This is an optimization exercise on Yosys and OpenROAD, whose aim is small area, a short achievable clock period and few clock cycles per item, not a production implementation. Only simulation tests tie the RTL to the original design; equivalence was not proved. Power is estimated from default activity; no workload was simulated.

==> flow/design.v (excerpt) <==
module relu_backward_unit #(
   parameter int Row_Limit = 10,
   parameter int Lanes     = 10
) (
   input  logic                             clk,
   input  logic                             rst,
   input  logic                             fwd_valid,
   output logic                             fwd_ready,
   input  logic [5*Row_Limit*Row_Limit-1:0] fwd_matrix,
   input  logic                             grad_valid,
   output logic                             grad_ready,
   input  logic [5*Row_Limit*Row_Limit-1:0] grad_matrix,
   output logic                             out_valid,
   input  logic                             out_ready,
   output logic [5*Row_Limit*Row_Limit-1:0] out_matrix,
   output logic                             mask_valid,
   output logic                             busy
);
   localparam int NN = Row_Limit * Row_Limit;
   logic [NN-1:0]   mask_q, mask_d, sel;
   logic            mask_valid_q;
  ...
Size in the first run: ~600 flip-flops, ~0.019 mm² of cells after synthesis.
export LEC_CHECK = 0
export CAP_MARGIN = 20
export CORE_AREA = 2 2 758 62
export DIE_AREA = 0 0 760 64
export SETUP_SLACK_MARGIN = 2.7
export SLEW_MARGIN = 20
export SYNTH_HIERARCHICAL = 1
create_clock -name core_clock -period 5.0 [get_ports {clk}]
standard.sh (not shown) runs the stock make flow with config.mk's settings and CLKGATE_MAP_FILE= SYNTH_SCRIPT=/design/flow/synth_recipe.tcl, a recipe that flattens the netlist after the stock synthesis.
==> flow/flow/run.sh <==
#!/bin/bash
# Standard layout, with the port buffers inserted as the smallest plain buffer
# instead of the delay buffer buffer_ports picks by default, and the ports of
# the one input-to-output path (out_ready to grad_ready) placed
# side by side.
set -euo pipefail
export BUFFER_PORTS_ARGS="-buffer_cell sky130_fd_sc_hd__buf_1"
export PLACE_PINS_ARGS="-group_pins {out_ready grad_ready}"
bash standard.sh > standard_flow.log 2>&1
Testbench counts at the start, summed over its fixed seeds: cycles 1,095, grads 767.
Change:
==> flow/flow/run.sh (replaced) <==
#!/bin/bash
# Standard layout, with the port buffers inserted as the smallest plain buffer
# instead of the delay buffer buffer_ports picks by default.
set -euo pipefail
export BUFFER_PORTS_ARGS="-buffer_cell sky130_fd_sc_hd__buf_1"
bash standard.sh > standard_flow.log 2>&1
- CTS_BUF_LIST: not set -> sky130_fd_sc_hd__clkbuf_4 sky130_fd_sc_hd__clkbuf_8
Result: The new run completed with no timing, DRC or antenna violations. Cell area grows by 3.7%. Total power grows by about 1.5%. Wire length grows by 2.0%. Core utilization grows by 2.3 points. Critical path depth shrinks by 1.
Change:
- CTS_BUF_LIST: sky130_fd_sc_hd__clkbuf_4 sky130_fd_sc_hd__clkbuf_8 -> not set
After rerunning:
- The changed run produced a clean layout
- setup slack improves by 0.085 ns
- clock power came out higher slightly
- total power came out lower slightly
- via count came out lower slightly
- count of clock-buffer cells in the layout came out lower by 40
- design area came out lower by a few percent

== run A ==
relu_backward_unit, a different RTL version from the one above (not shown whole).
For scale: ~1500 cells after synthesis, about 600 flip-flops, ~1500 I/O pins, roughly 0.019 mm² of cells after synthesis.
// relu_backward_unit
module relu_backward_unit #(
   parameter int Row_Limit = 10,
   parameter int Lanes     = 10
) (
   input  logic                             clk,
   input  logic                             rst,
   input  logic                             fwd_valid,
   output logic                             fwd_ready,
   input  logic [5*Row_Limit*Row_Limit-1:0] fwd_matrix,
   input  logic                             grad_valid,
   output logic                             grad_ready,
   input  logic [5*Row_Limit*Row_Limit-1:0] grad_matrix,
   output logic                             out_valid,
   input  logic                             out_ready,
   output logic [5*Row_Limit*Row_Limit-1:0] out_matrix,
   output logic                             mask_valid,
   output logic                             busy
);
   localparam int NN = Row_Limit * Row_Limit;
   logic [NN-1:0]   mask_q, mask_d, sel;
   logic            mask_valid_q;
   logic [5*NN-1:0] out_q, out_d;
  ...
==> flow/config.mk <==
export PLATFORM = sky130hd
export DESIGN_NAME = relu_backward_unit
export DESIGN_NICKNAME = relu_backward_unit
export VERILOG_FILES = /design/flow/design.v
export SDC_FILE = /design/flow/constraint.sdc
export NUM_CORES = 4
export LEC_CHECK = 0
export CAP_MARGIN = 20
export CORE_AREA = 2 2 718 58
export DIE_AREA = 0 0 720 60
export SETUP_SLACK_MARGIN = 2.7
export SLEW_MARGIN = 20
export SYNTH_HIERARCHICAL = 1
==> flow/constraint.sdc <==
create_clock -name core_clock -period 5.0 [get_ports {clk}]
set_input_delay 1.0000 -clock core_clock [delete_from_list [all_inputs] [get_ports {clk}]]
set_output_delay 1.0000 -clock core_clock [all_outputs]
set_load 0.01 [all_outputs]
==> flow/flow/run.sh <==
#!/bin/bash
# Standard layout, with the port buffers inserted as the smallest plain buffer
# instead of the delay buffer buffer_ports picks by default.
set -euo pipefail
export BUFFER_PORTS_ARGS="-buffer_cell sky130_fd_sc_hd__buf_1"
bash standard.sh > standard_flow.log 2>&1
Testbench counts of run A, summed over its fixed seeds: cycles 1,095, grads 767.
### run A -> run B
Settings: SETUP_SLACK_MARGIN: 2.7 -> 3.0; DIE_AREA: 0 0 720 60 -> 0 0 760 64; CORE_AREA: 2 2 718 58 -> 2 2 758 62.
Notes after the runs:
- Diff run A -> run B: detailed-route via count increased by 12% relative to the old numbers, total non-filler cell area in the finished layout increased by about 22% relative to the old numbers, wire length on met2 increased by 8.3 mm relative to the old numbers, area of the die increased by 13% relative to the old numbers.
- [compare] base=run A new=run B: number of clock-tree buffers in the layout lost 1; count of buffers not belonging to the clock network in the layout picked up an extra 8.9%; setup slack lost 0.022 ns.
- Run B | status: complete | timing, DRC, antenna: pass
Relative to run B, the following input files were edited for run C:
Settings: changing SETUP_SLACK_MARGIN from 3.0 to 2.7.
==> summary.txt <==
Comparing combinational power for run B and run C, the bigger number came from run B.
Run C vs. run B: number of port buffers flat; worst setup slack decreased by 0.018 ns relative to the old numbers; met1 routing resource usage after global routing barely changed; first-pass GRT wire length fell by 6.8 mm.

relu_backward_unit, a different RTL version from the one above (not shown whole).
Size: ~2400 cells after synthesis, ~0.030 mm2 of cells after synthesis.
==> flow/config.mk <==
export PLATFORM = sky130hd
export DESIGN_NAME = relu_backward_unit
export DESIGN_NICKNAME = relu_backward_unit
export VERILOG_FILES = /design/flow/design.v
export SDC_FILE = /design/flow/constraint.sdc
export NUM_CORES = 4
export LEC_CHECK = 0
export CAP_MARGIN = 20
export CORE_MARGIN = 2
export CORE_UTILIZATION = 70
export PLACE_DENSITY = 0.8
export SLEW_MARGIN = 20
==> flow/constraint.sdc <==
create_clock -name core_clock -period 5.0 [get_ports {clk}]
set_input_delay 1.0000 -clock core_clock [delete_from_list [all_inputs] [get_ports {clk}]]
set_output_delay 1.0000 -clock core_clock [all_outputs]
set_load 0.01 [all_outputs]
run.sh (not shown) runs the stock make flow with config.mk's settings and CLKGATE_MAP_FILE= SYNTH_SCRIPT=/design/flow/synth_recipe.tcl, a recipe that flattens the netlist after the stock synthesis.
Stock flow here: none of the scripts above is used.
The starting point failed in 3_2_place_iop.
Testbench counts at the start, summed over its fixed seeds: cycles 1,095, grads 767.
==> next run, changes <==
- CORE_UTILIZATION: 70 -> 55
- PLACE_DENSITY: 0.8 -> default
The new run ended with an error in 3_2_place_iop.
Synthesized cell count stays the same.
Area after synthesis stays the same.

## static timing again, ports no longer ideal
The flow's constraints put no driver on any port. The routed layouts listed below were extracted and timed again, unchanged, in two steps. Step 1 sets driving cells, clkbuf_16 on the clock port and buf_2 on the other inputs (assumed; they add their load-dependent delay and slew). Step 2 adds t to the input delays and takes it off the output delays; t is the mean of the earliest and latest rising clock arrival at the registers after step 1. Input paths then give back, and output paths get back, about the clock's delay inside the block. Slacks: no drivers / after step 1 / after step 2; pairs: no drivers / after step 1.
run	t (ns)	setup slack, ns	worst setup path after step 2	worst slew at a driven data input, ns	pins driven straight from the clock port
the first run of note 1	0.688	2.537 / 2.421 / 1.867	input to register	0.28	1
the second run of note 1	0.797	2.520 / 2.448 / 1.895	input to register	0.26	1
the third run of note 1	0.697	2.606 / 2.556 / 2.081	input to register	0.25	1
run A	0.684	2.618 / 2.569 / 1.997	input to register	0.31	1
run B	0.707	2.596 / 2.495 / 2.150	input to register	0.40	1
run C	0.718	2.578 / 2.488 / 2.050	input to register	0.38	1
After both steps every run listed still meets setup and hold. The setup slack of the first run of note 1, which loses most, moves by -0.116 ns with the drivers and by -0.670 ns with both steps.
